Context: an optimization exercise on an open-source flow, tuned for small area, a short achievable clock period and few clock cycles per item. The choices shown serve that exercise and are no tape-out recipe. RTL that was checked went through simulation tests only; none was proved equivalent to the original.

==> inputs of maple <==
==> flow/design.v (excerpt) <==
module aes128_iter_encrypt #(
  parameter int Nb = 128,
  parameter int UNROLL = 1
) (
  input  logic          clk,
  input  logic          reset,
  input  logic          in_valid,
  output logic          in_ready,
  input  logic [Nb-1:0] plain_text,
  input  logic [Nb-1:0] round_key,
  output logic          out_valid,
  input  logic          out_ready,
  output logic [Nb-1:0] cipher_text,
  output logic          busy
);
  localparam int NR = 10;
  function automatic logic [7:0] rcon(input logic [3:0] r);
    rcon = r == 4'd9 ? 8'h1b : r == 4'd10 ? 8'h36 : 8'h01 << (r - 4'd1);
  endfunction
  logic [127:0] s2_y, s2_k, s1_k, ct_q;
  logic [207:0] s1_m;
  logic [15:0] s1_km;
  logic [3:0] s2_rnd, s1_rnd;
  logic s2_v, s1_v, ct_v, ir_q, busy_q;
  logic s1_fin, leave, stall, accept;
  logic s1_v_d, s2_v_d, ct_v_d;
  logic [3:0] s1_rnd_d, s2_rnd_d;
  assign s1_fin = s1_v && s1_rnd == 4'(NR - 1);
  assign leave = s1_fin && (!ct_v || out_ready);
  assign stall = s1_fin && ct_v && !out_ready;
  assign in_ready = ir_q;
  assign accept = in_valid && in_ready;
  assign out_valid = ct_v;
  assign cipher_text = ct_q;
  assign busy = busy_q;
  logic [207:0] a_m;
  logic [15:0] a_km;
  stage_a u_a (
  ...
==> module aes128_iter_encrypt, before the edit <==
module aes128_iter_encrypt #(
  parameter int Nb = 128,
  parameter int UNROLL = 1
) (
  input  logic          clk,
  input  logic          reset,
  input  logic          in_valid,
  output logic          in_ready,
  input  logic [Nb-1:0] plain_text,
  input  logic [Nb-1:0] round_key,
  output logic          out_valid,
  input  logic          out_ready,
  output logic [Nb-1:0] cipher_text,
  output logic          busy
);
  localparam int NR = 10;
  function automatic logic [7:0] rcon(input logic [3:0] r);
    rcon = r == 4'd9 ? 8'h1b : r == 4'd10 ? 8'h36 : 8'h01 << (r - 4'd1);
  endfunction
  logic [127:0] s2_y, s2_k, s1_k, ct_q;
  logic [207:0] s1_m;
  logic [15:0] s1_km;
  logic [3:0] s2_rnd, s1_rnd;
  logic s2_v, s1_v, ct_v, ir_q, busy_q;
  logic s1_fin, leave, stall, accept;
  logic s1_v_d, s2_v_d, ct_v_d;
  logic [3:0] s1_rnd_d, s2_rnd_d;
  assign s1_fin = s1_v && s1_rnd == 4'(NR - 1);
  assign leave = s1_fin && (!ct_v || out_ready);
  assign stall = s1_fin && ct_v && !out_ready;
  assign in_ready = ir_q;
  assign accept = in_valid && in_ready;
  assign out_valid = ct_v;
  assign cipher_text = ct_q;
  assign busy = busy_q;
  logic [207:0] a_m;
  logic [15:0] a_km;
  stage_a u_a (
    .y(s2_y), .k(s2_k), .mix(s2_rnd != 4'd0),
    .m(a_m), .km(a_km));
  logic [127:0] b_y, b_k, b_ct, n_y, n_k;
  logic ins;
  stage_b u_b (
    .m(s1_m), .k(s1_k), .km(s1_km), .rc(rcon(s1_rnd + 4'd1)),
    .y(b_y), .nk(b_k), .ct(b_ct));
  assign ins = !(s1_v && !s1_fin);
  mxiv #(256) u_ins (.a({b_y, b_k}), .b({plain_text, round_key}), .s(ins), .y({n_y, n_k}));
  always_ff @(posedge clk) begin
    if (!stall) begin
      s1_m <= a_m;
      s1_k <= s2_k;
      s1_km <= a_km;
      s2_y <= n_y;
      s2_k <= n_k;
    end
    if (leave) ct_q <= b_ct;
  end
  always_comb begin
    s1_v_d = s1_v;
    s1_rnd_d = s1_rnd;
    s2_v_d = s2_v;
    s2_rnd_d = s2_rnd;
    if (!stall) begin
      s1_v_d = s2_v;
      s1_rnd_d = s2_rnd;
      s2_v_d = (s1_v && !s1_fin) || accept;
      s2_rnd_d = s1_v && !s1_fin ? s1_rnd + 4'd1 : 4'd0;
    end
    ct_v_d = leave || (ct_v && !out_ready);
  end
  always_ff @(posedge clk or negedge reset) begin
    if (!reset) begin
      s1_v <= 1'b0;
      s2_v <= 1'b0;
      ct_v <= 1'b0;
      s1_rnd <= '0;
      s2_rnd <= '0;
      ir_q <= 1'b1;
      busy_q <= 1'b0;
    end else begin
      s1_v <= s1_v_d;
      s1_rnd <= s1_rnd_d;
      s2_v <= s2_v_d;
      s2_rnd <= s2_rnd_d;
      ct_v <= ct_v_d;
      ir_q <= !s1_v_d || (s1_rnd_d == 4'(NR - 1) && !ct_v_d);
      busy_q <= s1_v_d || s2_v_d;
    end
  end
endmodule
clock: 9.0 ns
lec_check: 0
cap_margin: 20
core_margin: 2
core_utilization: 45
cts_buf_list: sky130_fd_sc_hd__clkbuf_8
place_density: 0.6
setup_slack_margin: 5
slew_margin: 20
synth_hierarchical: 1
synth_minimum_keep_size: 0
standard.sh (not shown) runs the stock make flow with config.mk's settings and CLKGATE_MAP_FILE= SYNTH_SCRIPT=/design/flow/synth_recipe.tcl, a recipe that flattens the netlist after the stock synthesis.
==> flow/flow/run.sh <==
#!/bin/bash
# The standard layout (standard.sh, which passes its arguments to ORFS's make), with
# these ORFS settings added or overridden on make's command line:
#   BUFFER_PORTS_ARGS=-buffer_cell sky130_fd_sc_hd__buf_1
#   SETUP_SLACK_MARGIN=5.3
# make's output goes to make.log; each ORFS step writes its own log under orfs/logs.
set -euo pipefail
bash standard.sh BUFFER_PORTS_ARGS=-buffer_cell\ sky130_fd_sc_hd__buf_1 SETUP_SLACK_MARGIN=5.3 finish > make.log 2>&1
==> yarrow (differences from maple) <==
--- a/flow/design.v
+++ b/flow/design.v
@@ -17,30 +17,30 @@
   function automatic logic [7:0] rcon(input logic [3:0] r);
     rcon = r == 4'd9 ? 8'h1b : r == 4'd10 ? 8'h36 : 8'h01 << (r - 4'd1);
   endfunction
   logic [127:0] s2_y, s2_k, s1_k, ct_q;
   logic [207:0] s1_m;
   logic [15:0] s1_km;
   logic [3:0] s2_rnd, s1_rnd;
-  logic s2_v, s1_v, ct_v, ir_q, busy_q;
+  logic s2_v, s1_v, ct_v, ir_q, busy_q, s2_mix;
   logic s1_fin, leave, stall, accept;
   logic s1_v_d, s2_v_d, ct_v_d;
   logic [3:0] s1_rnd_d, s2_rnd_d;
   assign s1_fin = s1_v && s1_rnd == 4'(NR - 1);
   assign leave = s1_fin && (!ct_v || out_ready);
   assign stall = s1_fin && ct_v && !out_ready;
   assign in_ready = ir_q;
   assign accept = in_valid && in_ready;
   assign out_valid = ct_v;
   assign cipher_text = ct_q;
   assign busy = busy_q;
   logic [207:0] a_m;
   logic [15:0] a_km;
   stage_a u_a (
-    .y(s2_y), .k(s2_k), .mix(s2_rnd != 4'd0),
+    .y(s2_y), .k(s2_k), .mix(s2_mix),
     .m(a_m), .km(a_km));
   logic [127:0] b_y, b_k, b_ct, n_y, n_k;
   logic ins;
   stage_b u_b (
     .m(s1_m), .k(s1_k), .km(s1_km), .rc(rcon(s1_rnd + 4'd1)),
     .y(b_y), .nk(b_k), .ct(b_ct));
   assign ins = !(s1_v && !s1_fin);
@@ -68,24 +68,26 @@
     end
     ct_v_d = leave || (ct_v && !out_ready);
   end
   always_ff @(posedge clk or negedge reset) begin
     if (!reset) begin
       s1_v <= 1'b0;
       s2_v <= 1'b0;
+      s2_mix <= 1'b0;
       ct_v <= 1'b0;
       s1_rnd <= '0;
       s2_rnd <= '0;
       ir_q <= 1'b1;
       busy_q <= 1'b0;
     end else begin
       s1_v <= s1_v_d;
       s1_rnd <= s1_rnd_d;
       s2_v <= s2_v_d;
       s2_rnd <= s2_rnd_d;
+      if (!stall) s2_mix <= s1_v && !s1_fin;
       ct_v <= ct_v_d;
       ir_q <= !s1_v_d || (s1_rnd_d == 4'(NR - 1) && !ct_v_d);
       busy_q <= s1_v_d || s2_v_d;
     end
   end
 endmodule
 module stage_a (
==> flow/flow/run.sh (replaced) <==
#!/bin/bash
# The standard layout (standard.sh, which passes its arguments to ORFS's make), with
# these ORFS settings added or overridden on make's command line:
#   BUFFER_PORTS_ARGS=-buffer_cell sky130_fd_sc_hd__buf_1
#   SETUP_SLACK_MARGIN=5.1
# make's output goes to make.log; each ORFS step writes its own log under orfs/logs.
set -euo pipefail
bash standard.sh BUFFER_PORTS_ARGS=-buffer_cell\ sky130_fd_sc_hd__buf_1 SETUP_SLACK_MARGIN=5.1 finish > make.log 2>&1
==> zinc (differences from maple) <==
--- a/flow/design.v
+++ b/flow/design.v
@@ -13,44 +13,46 @@
   output logic [Nb-1:0] cipher_text,
   output logic          busy
 );
   localparam int NR = 10;
   function automatic logic [7:0] rcon(input logic [3:0] r);
     rcon = r == 4'd9 ? 8'h1b : r == 4'd10 ? 8'h36 : 8'h01 << (r - 4'd1);
   endfunction
-  logic [127:0] s2_y, s2_k, s1_k, ct_q;
-  logic [207:0] s1_m;
+  logic [127:0] s2_y, s2_k, s1_x, s1_k, ct_q;
+  logic [79:0] s1_m;
   logic [15:0] s1_km;
   logic [3:0] s2_rnd, s1_rnd;
   logic s2_v, s1_v, ct_v, ir_q, busy_q;
   logic s1_fin, leave, stall, accept;
   logic s1_v_d, s2_v_d, ct_v_d;
   logic [3:0] s1_rnd_d, s2_rnd_d;
   assign s1_fin = s1_v && s1_rnd == 4'(NR - 1);
   assign leave = s1_fin && (!ct_v || out_ready);
   assign stall = s1_fin && ct_v && !out_ready;
   assign in_ready = ir_q;
   assign accept = in_valid && in_ready;
   assign out_valid = ct_v;
   assign cipher_text = ct_q;
   assign busy = busy_q;
-  logic [207:0] a_m;
+  logic [127:0] a_x;
+  logic [79:0] a_m;
   logic [15:0] a_km;
   stage_a u_a (
     .y(s2_y), .k(s2_k), .mix(s2_rnd != 4'd0),
-    .m(a_m), .km(a_km));
+    .x(a_x), .m(a_m), .km(a_km));
   logic [127:0] b_y, b_k, b_ct, n_y, n_k;
   logic ins;
   stage_b u_b (
-    .m(s1_m), .k(s1_k), .km(s1_km), .rc(rcon(s1_rnd + 4'd1)),
+    .x(s1_x), .m(s1_m), .k(s1_k), .km(s1_km), .rc(rcon(s1_rnd + 4'd1)),
     .y(b_y), .nk(b_k), .ct(b_ct));
   assign ins = !(s1_v && !s1_fin);
   mxiv #(256) u_ins (.a({b_y, b_k}), .b({plain_text, round_key}), .s(ins), .y({n_y, n_k}));
   always_ff @(posedge clk) begin
     if (!stall) begin
+      s1_x <= a_x;
       s1_m <= a_m;
       s1_k <= s2_k;
       s1_km <= a_km;
       s2_y <= n_y;
       s2_k <= n_k;
     end
     if (leave) ct_q <= b_ct;
@@ -88,18 +90,19 @@
     end
   end
 endmodule
 module stage_a (
   input  logic [127:0] y,
   input  logic [127:0] k,
   input  logic         mix,
-  output logic [207:0] m,
+  output logic [127:0] x,
+  output logic [79:0]  m,
   output logic [15:0]  km
 );
-  logic [127:0] g, s, x;
+  logic [127:0] g, s;
   logic [31:0] kx;
   xv #(128) u_g (.a(y), .b(k), .y(g));
   for (genvar c = 0; c < 4; c++) begin : g_mc
     logic [7:0] d [4];
     logic [7:0] e [4];
     logic [7:0] f [4];
     logic [7:0] fn [4];
@@ -120,33 +123,34 @@
         nd u_n (.a(f[i][j]), .b(mix), .y(fn[i][j]));
         xn u_s (.a(g[127-32*c-8*i-7+j]), .b(fn[i][j]), .y(s[127-32*c-8*i-7+j]));
       end
     end
   end
   for (genvar i = 0; i < 16; i++) begin : g_sb
     assign x[127-8*i -: 8] = s[127-8*((i+4*(i%4))%16) -: 8];
-    aes_sbox_a u_sa (.x(x[127-8*i -: 8]), .m(m[207-13*i -: 13]));
+    aes_sbox_a u_sa (.x(x[127-8*i -: 8]), .m(m[79-5*i -: 5]));
   end
   assign kx = {k[23:0], k[31:24]};
   for (genvar i = 0; i < 4; i++) begin : g_kb
     aes_sbox_akn u_ka (.x(kx[31-8*i -: 8]), .m(km[15-4*i -: 4]));
   end
 endmodule
 module stage_b (
-  input  logic [207:0] m,
+  input  logic [127:0] x,
+  input  logic [79:0]  m,
   input  logic [127:0] k,
   input  logic [15:0]  km,
   input  logic [7:0]   rc,
   output logic [127:0] y,
   output logic [127:0] nk,
   output logic [127:0] ct
 );
   logic [31:0] sk, kx, p0, p1, p2, p3;
   for (genvar i = 0; i < 16; i++) begin : g_sb
-    aes_sbox_b u_sb (.m(m[207-13*i -: 13]), .y(y[127-8*i -: 8]));
+    aes_sbox_b u_sb (.x(x[127-8*i -: 8]), .m(m[79-5*i -: 5]), .y(y[127-8*i -: 8]));
   end
   assign kx = {k[23:0], k[31:24]};
   for (genvar i = 0; i < 4; i++) begin : g_kb
     aes_sbox_bkn u_kb (.x(kx[31-8*i -: 8]), .m(km[15-4*i -: 4]), .y(sk[31-8*i -: 8]));
   end
   xv #(8) u_p0 (.a(k[127:120]), .b(rc), .y(p0[31:24]));
   assign p0[23:0] = k[119:96];
@@ -191,86 +195,102 @@
 );
   for (genvar i = 0; i < W; i++) begin : g
     mxi u (.a(a[i]), .b(b[i]), .s(s), .y(y[i]));
   end
 endmodule
 module aes_sbox_a (
   input  logic [7:0] x,
-  output logic [12:0] m
+  output logic [4:0] m
 );
   logic U0, U1, U2, U3, U4, U5, U6, U7;
-  logic T4, T5, T7, T10, T11, T12, T13, T14, T16, T17, T18, T20, T21, T22, T23, T24, T26, T27, M1, M2, M3, M4, M5, M6, M7, M8, M9, M10, M11, M12, M13, M14, M15, M16, M17, M18;
+  logic T1, T2, T3, T4, T5, T6, T7, T8, T9, T10, T11, T12, T13, T14, T15, T16, T17, T18, T19, T20, T21, T22, T23, T24, T26, T27, M1, M2, M3, M4, M5, M6, M7, M8, M9, M10, M11, M12, M13, M14, M15, M16, M17, M18;
   assign {U0, U1, U2, U3, U4, U5, U6, U7} = x;
-  xr g_t1 (.a(U0), .b(U3), .y(m[7]));
-  xr g_t2 (.a(U0), .b(U5), .y(m[6]));
-  xr g_t3 (.a(U0), .b(U6), .y(m[5]));
+  xr g_t1 (.a(U0), .b(U3), .y(T1));
+  xr g_t2 (.a(U0), .b(U5), .y(T2));
+  xr g_t3 (.a(U0), .b(U6), .y(T3));
   xr g_t4 (.a(U3), .b(U5), .y(T4));
   xr g_t5 (.a(U4), .b(U6), .y(T5));
-  xr g_t6 (.a(m[7]), .b(T5), .y(m[4]));
+  xr g_t6 (.a(T1), .b(T5), .y(T6));
   xr g_t7 (.a(U1), .b(U2), .y(T7));
-  xr g_t8 (.a(U7), .b(m[4]), .y(m[3]));
-  xr g_t9 (.a(U7), .b(T7), .y(m[2]));
-  xr g_t10 (.a(m[4]), .b(T7), .y(T10));
+  xr g_t8 (.a(U7), .b(T6), .y(T8));
+  xr g_t9 (.a(U7), .b(T7), .y(T9));
+  xr g_t10 (.a(T6), .b(T7), .y(T10));
   xr g_t11 (.a(U1), .b(U5), .y(T11));
   xr g_t12 (.a(U2), .b(U5), .y(T12));
-  xr g_t13 (.a(m[5]), .b(T4), .y(T13));
-  xr g_t14 (.a(m[4]), .b(T11), .y(T14));
-  xr g_t15 (.a(T5), .b(T11), .y(m[1]));
+  xr g_t13 (.a(T3), .b(T4), .y(T13));
+  xr g_t14 (.a(T6), .b(T11), .y(T14));
+  xr g_t15 (.a(T5), .b(T11), .y(T15));
   xr g_t16 (.a(T5), .b(T12), .y(T16));
-  xr g_t17 (.a(m[2]), .b(T16), .y(T17));
+  xr g_t17 (.a(T9), .b(T16), .y(T17));
   xr g_t18 (.a(U3), .b(U7), .y(T18));
-  xr g_t19 (.a(T7), .b(T18), .y(m[0]));
-  xr g_t20 (.a(m[7]), .b(m[0]), .y(T20));
+  xr g_t19 (.a(T7), .b(T18), .y(T19));
+  xr g_t20 (.a(T1), .b(T19), .y(T20));
   xr g_t21 (.a(U6), .b(U7), .y(T21));
   xr g_t22 (.a(T7), .b(T21), .y(T22));
-  xr g_t23 (.a(m[6]), .b(T22), .y(T23));
-  xr g_t24 (.a(m[6]), .b(T10), .y(T24));
-  xr g_t25 (.a(T20), .b(T17), .y(m[8]));
-  xr g_t26 (.a(m[5]), .b(T16), .y(T26));
-  xr g_t27 (.a(m[7]), .b(T12), .y(T27));
-  nd g_m1 (.a(T13), .b(m[4]), .y(M1));
-  nd g_m2 (.a(T23), .b(m[3]), .y(M2));
+  xr g_t23 (.a(T2), .b(T22), .y(T23));
+  xr g_t24 (.a(T2), .b(T10), .y(T24));
+  xr g_t25 (.a(T20), .b(T17), .y(m[0]));
+  xr g_t26 (.a(T3), .b(T16), .y(T26));
+  xr g_t27 (.a(T1), .b(T12), .y(T27));
+  nd g_m1 (.a(T13), .b(T6), .y(M1));
+  nd g_m2 (.a(T23), .b(T8), .y(M2));
   xn g_m3 (.a(T14), .b(M1), .y(M3));
-  nd g_m4 (.a(m[0]), .b(U7), .y(M4));
+  nd g_m4 (.a(T19), .b(U7), .y(M4));
   xr g_m5 (.a(M4), .b(M1), .y(M5));
-  nd g_m6 (.a(m[5]), .b(T16), .y(M6));
-  nd g_m7 (.a(T22), .b(m[2]), .y(M7));
+  nd g_m6 (.a(T3), .b(T16), .y(M6));
+  nd g_m7 (.a(T22), .b(T9), .y(M7));
   xn g_m8 (.a(T26), .b(M6), .y(M8));
   nd g_m9 (.a(T20), .b(T17), .y(M9));
   xr g_m10 (.a(M9), .b(M6), .y(M10));
-  nd g_m11 (.a(m[7]), .b(m[1]), .y(M11));
+  nd g_m11 (.a(T1), .b(T15), .y(M11));
   nd g_m12 (.a(T4), .b(T27), .y(M12));
   xr g_m13 (.a(M12), .b(M11), .y(M13));
-  nd g_m14 (.a(m[6]), .b(T10), .y(M14));
+  nd g_m14 (.a(T2), .b(T10), .y(M14));
   xr g_m15 (.a(M14), .b(M11), .y(M15));
   xn g_m16 (.a(M3), .b(M2), .y(M16));
   xr g_m17 (.a(M5), .b(T24), .y(M17));
   xn g_m18 (.a(M8), .b(M7), .y(M18));
-  xr g_m19 (.a(M10), .b(M15), .y(m[12]));
-  xr g_m20 (.a(M16), .b(M13), .y(m[11]));
-  xr g_m21 (.a(M17), .b(M15), .y(m[10]));
-  xr g_m22 (.a(M18), .b(M13), .y(m[9]));
+  xr g_m19 (.a(M10), .b(M15), .y(m[4]));
+  xr g_m20 (.a(M16), .b(M13), .y(m[3]));
+  xr g_m21 (.a(M17), .b(M15), .y(m[2]));
+  xr g_m22 (.a(M18), .b(M13), .y(m[1]));
 endmodule
 module aes_sbox_b (
-  input  logic [12:0] m,
+  input  logic [7:0] x,
+  input  logic [4:0] m,
   output logic [7:0] y
 );
-  logic M19, M20, M21, M22, T25, T1, T2, T3, T6, T8, T9, T15, T19;
-  logic T10, T20, T22, T23, T27, T4, U7, T13, T16, T17, M23, M24, M25, M26, M27, M28, M29, M30, M31, M32, M33, M34, M35, M36, M37, M38, M39, M40, M41, M42, M43, M44, M45, M46, M47, M48, M49, M50, M51, M52, M53, M54, M55, M56, M57, M58, M59, M60, M61, M62, M63, L0, L1, L2, L3, L4, L5, L6, L7, L8, L9, L10, L11, L12, L13, L14, L15, L16, L17, L18, L19, L20, L21, L22, L23, L24, L25, L26, L27, L28, L29;
-  assign {M19, M20, M21, M22, T25, T1, T2, T3, T6, T8, T9, T15, T19} = m;
-  xr g_t10 (.a(T8), .b(T9), .y(T10));
-  xr g_t20 (.a(T1), .b(T19), .y(T20));
-  xr g_t22 (.a(T3), .b(T20), .y(T22));
-  xr g_t23 (.a(T2), .b(T22), .y(T23));
-  xr g_t27 (.a(T15), .b(T10), .y(T27));
-  xr g_t4 (.a(T1), .b(T2), .y(T4));
-  xr g_u7 (.a(T6), .b(T8), .y(U7));
+  logic U0, U1, U2, U3, U4, U5, U6, U7;
+  logic M19, M20, M21, M22, T25;
+  logic T1, T2, T3, T4, T5, T6, T7, T8, T9, T10, T11, T12, T13, T15, T16, T17, T18, T19, T20, T21, T22, T23, T27, M23, M24, M25, M26, M27, M28, M29, M30, M31, M32, M33, M34, M35, M36, M37, M38, M39, M40, M41, M42, M43, M44, M45, M46, M47, M48, M49, M50, M51, M52, M53, M54, M55, M56, M57, M58, M59, M60, M61, M62, M63, L0, L1, L2, L3, L4, L5, L6, L7, L8, L9, L10, L11, L12, L13, L14, L15, L16, L17, L18, L19, L20, L21, L22, L23, L24, L25, L26, L27, L28, L29;
+  assign {U0, U1, U2, U3, U4, U5, U6, U7} = x;
+  assign {M19, M20, M21, M22, T25} = m;
+  xr g_t1 (.a(U0), .b(U3), .y(T1));
+  xr g_t2 (.a(U0), .b(U5), .y(T2));
+  xr g_t3 (.a(U0), .b(U6), .y(T3));
+  xr g_t4 (.a(U3), .b(U5), .y(T4));
+  xr g_t5 (.a(U4), .b(U6), .y(T5));
+  xr g_t6 (.a(T1), .b(T5), .y(T6));
+  xr g_t7 (.a(U1), .b(U2), .y(T7));
+  xr g_t8 (.a(U7), .b(T6), .y(T8));
+  xr g_t9 (.a(U7), .b(T7), .y(T9));
+  xr g_t10 (.a(T6), .b(T7), .y(T10));
+  xr g_t11 (.a(U1), .b(U5), .y(T11));
+  xr g_t12 (.a(U2), .b(U5), .y(T12));
   xr g_t13 (.a(T3), .b(T4), .y(T13));
-  xr g_t16 (.a(T6), .b(T27), .y(T16));
+  xr g_t15 (.a(T5), .b(T11), .y(T15));
+  xr g_t16 (.a(T5), .b(T12), .y(T16));
   xr g_t17 (.a(T9), .b(T16), .y(T17));
+  xr g_t18 (.a(U3), .b(U7), .y(T18));
+  xr g_t19 (.a(T7), .b(T18), .y(T19));
+  xr g_t20 (.a(T1), .b(T19), .y(T20));
+  xr g_t21 (.a(U6), .b(U7), .y(T21));
+  xr g_t22 (.a(T7), .b(T21), .y(T22));
+  xr g_t23 (.a(T2), .b(T22), .y(T23));
+  xr g_t27 (.a(T1), .b(T12), .y(T27));
   xr g_m23 (.a(M19), .b(T25), .y(M23));
   xn g_m24 (.a(M22), .b(M23), .y(M24));
   nd g_m25 (.a(M22), .b(M20), .y(M25));
   xr g_m26 (.a(M21), .b(M25), .y(M26));
   xn g_m27 (.a(M20), .b(M21), .y(M27));
   xr g_m28 (.a(M23), .b(M25), .y(M28));
   nr g_m29 (.a(M28), .b(M27), .y(M29));
==> notes <==
- yarrow finished clean. maple went through all stages and came out clean. zinc passed the timing, DRC and antenna checks.
- Register-to-register slack: zinc > maple > yarrow.
- Core utilization: maple is higher than zinc (1.4 points).
- Of yarrow and zinc, yarrow has the higher flip-flop and latch count (gap 1).
- Synthesized area is about the same in maple and yarrow.
- The lowest clock-buffer cell count belongs to zinc, the highest to maple.
- The lowest fmax belongs to yarrow, the highest to zinc.
- The highest global-route usage belongs to maple, the lowest to yarrow.
- Non-clock buffer count: maple is higher than yarrow (163).
- Of yarrow and maple, maple has the higher routed wire length (gap about 3.8%, measured against maple).
- In synthesized cell count, maple and yarrow hardly differ.
==> figures <==
item	zinc	yarrow	maple
Result of the run	complete, no violations	complete, no violations	complete, no violations
Starting density of the core	45.2%	45.5%	45.5%
Total wirelength of the detailed-routed design	179000 um	170000 um	177000 um
Fraction of area in multi-input gates	57.7%	55.3%	56.3%
Pre-CTS WS	4.47 ns	4.00 ns	4.45 ns
Number of clock sinks	749	750	749
Total met3 wirelength after detailed routing	8580 um	10400 um	10800 um
Synth-to-layout area growth	24.8%	18.8%	27.0%
Highest metal used	met5	met4	met4
Crit path setup slack, layout	5.36 ns	5.16 ns	5.29 ns
Die boundary width	361 um	356 um	355 um
Average routed wire per standard cell	23.4 um	23.2 um	23.6 um
Share of cells above drive strength 1	17.5%	12.1%	19.4%
Number of optimization iterations in the first detailed-route pass	7	5	5
Flip-flop and latch share of the layout cell area	31.3%	34.0%	31.8%
Taps Inserted	1662	1625	1625
Post-Route M1 WL	76500 um	73200 um	75700 um
Worst Max-Slew Pin Slew	1.09 ns	1.07 ns	0.990 ns
Vias per inst	4.99	4.97	4.98
Fraction of area in clock buffers and inverters	3.69%	3.95%	3.72%
Number of multi-input logic gates	4426	4218	4218
Testbench counts of maple, summed over its fixed seeds: cycles 8,040, items 800.
Testbench counts of yarrow, summed over its fixed seeds: cycles 8,040, items 800.
Only the layout flow was run in zinc; the RTL was not checked for function there.

## port drivers added, routing unchanged
Ports are ideal in the flow. The routed layouts listed here were re-timed in OpenROAD.
Step 1 (the two cells are an assumption about what drives the block):
set clk [get_ports {clk}]
set_driving_cell -lib_cell sky130_fd_sc_hd__clkbuf_16 $clk
set_driving_cell -lib_cell sky130_fd_sc_hd__buf_2 [delete_from_list [all_inputs] $clk]
Step 2 also shifts input and output timing later by t, the mid clock arrival at the registers, as if the neighbouring blocks saw the same clock.
Three values: no drivers, after step 1, after step 2; two values: the first two.
| run | t, ns | setup WS [ns] | hold slack, ns | worst data-port slew with drivers (ns) | pins driven straight from the clock port |
|---|---|---|---|---|---|
| maple | 0.942 | 5.289 / 5.289 / 4.930 | 0.455 / 0.455 / 0.455 | 0.05 | 1 |
| yarrow | 0.945 | 5.161 / 5.161 / 4.325 | 0.453 / 0.453 / 0.453 | 0.09 | 1 |
| zinc | 0.950 | 5.362 / 5.362 / 4.678 | 0.468 / 0.468 / 0.468 | 0.05 | 1 |
After both steps every run listed still meets setup and hold. For yarrow, which loses most, drivers alone change the setup slack by 0.000 ns; drivers and shift together by -0.836 ns.
